This design comes from an exercise in tuning for small area, a short achievable clock period and few clock cycles per item on the open sky130 flow, not from production work. Only simulation tests tie the RTL to the original design; equivalence was not proved.

sierra:
==> flow/design.v (excerpt) <==
module matvec3
(
    input  logic               clk,
    input  logic               reset,
    input  logic               input_valid,
    output logic               input_ready,
    input  logic signed [13:0] input_data,
    output logic               output_valid,
    input  logic               output_ready,
    output logic signed [27:0] output_data
);
clock: 7.0 ns
lec_check: 0
abc_area: 1
cap_margin: 20
core_margin: 2
core_utilization: 40
cts_buf_list: sky130_fd_sc_hd__clkbuf_8
cts_cluster_size: 40
setup_slack_margin: 3.65
slew_margin: 20
run.sh (not shown) runs the stock make flow with config.mk's settings and CLKGATE_MAP_FILE= SYNTH_SCRIPT=/design/flow/synth_recipe.tcl, a recipe that flattens the netlist after the stock synthesis.
Testbench counts of sierra, summed over its fixed seeds: cycles 4,680, items 1,152.
diff inputs: sierra => delta
Settings: SETUP_SLACK_MARGIN now 4.4, was 3.65.
[summary]
Compared with sierra, in delta die area flat; length of routed met2 wiring now sits higher; period utilization down 4.4 points; first-pass GRT wire length shows an increase of about 13%. In the tables for sierra and delta, cell area reads lower with sierra. Changes observed in delta relative to sierra: total met3 wirelength after detailed routing went up, iteration count of the initial detailed-routing pass fell by 1, maximum fanout along the worst path lower. Synthesis-to-layout area growth (delta over sierra): increase, 19 points.
## Diff of input files: juniper against delta
Settings: a deleted CTS_BUF_LIST that had been sky130_fd_sc_hd__clkbuf_8; a change of SETUP_SLACK_MARGIN from 4.4 to 3.8; a deleted CTS_CLUSTER_SIZE that had been 40.
## What came out
juniper went all the way through synthesis, placement and routing and the layout is clean on timing, DRC and antenna.
juniper ends up with a actual slew at the worst max-slew pin that is 44 ps higher than in delta.
Normalized max-slew margin in juniper is 2.9 points lower than in delta
Compared to delta, juniper has post-cts gate resize count 413 lower.
When juniper is measured against delta, its core utilization turns out 6.5 points lower.
The maximum fanout encountered on the critical timing path of juniper is higher than that of delta.
Wire length of the first global-routing pass, juniper vs delta: down by more than 10%
Maximum single-stage delay on the critical path, delta and juniper, lower one = juniper.
delta → juniper: total routing usage reported by global routing down 2.4 points; number of gates on the worst path with buffers counted down 1; design area down about 12%.
Here is what was changed in the inputs of fjord compared with juniper.
Settings: SETUP_SLACK_MARGIN: 3.8 -> unset.
### Flow results
fjord: done, clean on timing, DRC and antenna
juniper did not stop at any stage, and its layout met the timing, DRC and antenna checks.
juniper has a higher quantity of gates resized following cts than fjord.
Re total non-filler cell area in the finished layout: fjord and juniper aren't equal, and the lower value belongs to fjord.
Master of the slowest instance on the critical path: sky130_fd_sc_hd__fa_1 -> juniper, sky130_fd_sc_hd__dfxtp_1 -> fjord
Between juniper and fjord, utilization decreased.
In fjord relative to juniper, number of nets at the end of the flow had gone down by a few percent.
Critical path depth in fjord is 1 below juniper.
All-layer global routing usage came out lower on fjord than on juniper.

* * *

matvec3, a different RTL version from the one above (not shown whole).
Size: about 48 I/O pins, roughly 14000 um2 of cells after synthesis.
clock: 7.0 ns
lec_check: 0
abc_area: 1
cap_margin: 20
core_margin: 2
core_utilization: 40
setup_slack_margin: 4.1
slew_margin: 20
standard.sh (not shown) runs the stock make flow with config.mk's settings and CLKGATE_MAP_FILE= SYNTH_SCRIPT=/design/flow/synth_recipe.tcl, a recipe that flattens the netlist after the stock synthesis.
==> flow/flow/run.sh <==
#!/bin/bash
# The standard layout (standard.sh) with two changes:
# - clock tree synthesis adds no dummy loads to balance the tree, and
#   clusters up to 26 flip-flops within 140 um per leaf buffer;
# - the port buffers are buf_1 cells.
set -o pipefail
export CTS_ARGS="-sink_clustering_enable -repair_clock_nets -sink_clustering_size 26 -sink_clustering_max_diameter 140 -buf_list sky130_fd_sc_hd__clkbuf_16 -dont_use_dummy_load"
export BUFFER_PORTS_ARGS="-buffer_cell sky130_fd_sc_hd__buf_1"
bash standard.sh > standard.log 2>&1
Testbench counts at the start, summed over its fixed seeds: cycles 4,680, items 1,152.
==> next run, changes <==
==> flow/flow/run.sh (replaced) <==
#!/bin/bash
# The standard layout (standard.sh) with two changes:
# - clock tree synthesis adds no dummy loads to balance the tree;
# - the port buffers are buf_1 cells.
set -o pipefail
export CTS_ARGS="-sink_clustering_enable -repair_clock_nets -sink_clustering_size 40 -buf_list sky130_fd_sc_hd__clkbuf_8 -dont_use_dummy_load"
export BUFFER_PORTS_ARGS="-buffer_cell sky130_fd_sc_hd__buf_1"
bash standard.sh > standard.log 2>&1
- CTS_BUF_LIST: unset -> sky130_fd_sc_hd__clkbuf_8
- CTS_CLUSTER_SIZE: unset -> 40
- SETUP_SLACK_MARGIN: 4.1 -> 4.5
=> The new run ran to the end with no violations; clock skew fell by 7.3 ps; via count climbs by about 13%; design area grows by about 18%; core utilization rose by 8.0 points; hold slack gains 37 ps; count of clock-buffer cells in the layout came out higher by 32; wire length goes up by about 20%; global-route usage goes up by 2.8 points; first-iteration DRC count came out higher by 56%; worst setup slack gains 33 ps.

[static timing again, ports no longer ideal]
No port has a modelled driver above. Below, the same layouts with a new extraction and two added sets of constraints. Step 1 (the two cells are an assumption about what drives the block):
set clk [get_ports {clk}]
set_driving_cell -lib_cell sky130_fd_sc_hd__clkbuf_16 $clk
set_driving_cell -lib_cell sky130_fd_sc_hd__buf_2 [delete_from_list [all_inputs] $clk]
Step 2, shift: input delay + t, output delay - t, t = (earliest + latest rising clock arrival at the registers) / 2. This alone moves slack from input paths to output paths. a / b / c = ideal ports / drivers / drivers and shift; a / b = the first two.
| run | shift t [ns] | setup WS [ns] | cell pins on the clock port's net |
|---|---|---|---|
| sierra | 0.612 | 3.778 / 3.778 / 3.211 | 1 |
| delta | 0.631 | 4.087 / 4.087 / 3.774 | 1 |
| juniper | 0.608 | 3.856 / 3.856 / 3.356 | 1 |
| fjord | 0.613 | 3.455 / 3.455 / 3.002 | 1 |
| the first run of note 2 | 0.536 | 4.126 / 4.126 / 3.751 | 1 |
| the second run of note 2 | 0.601 | 4.158 / 4.158 / 3.913 | 1 |
After both steps setup and hold are still met in every run listed. The setup slack of sierra, which loses most, moves by 0.000 ns with the drivers and by -0.567 ns with both steps.
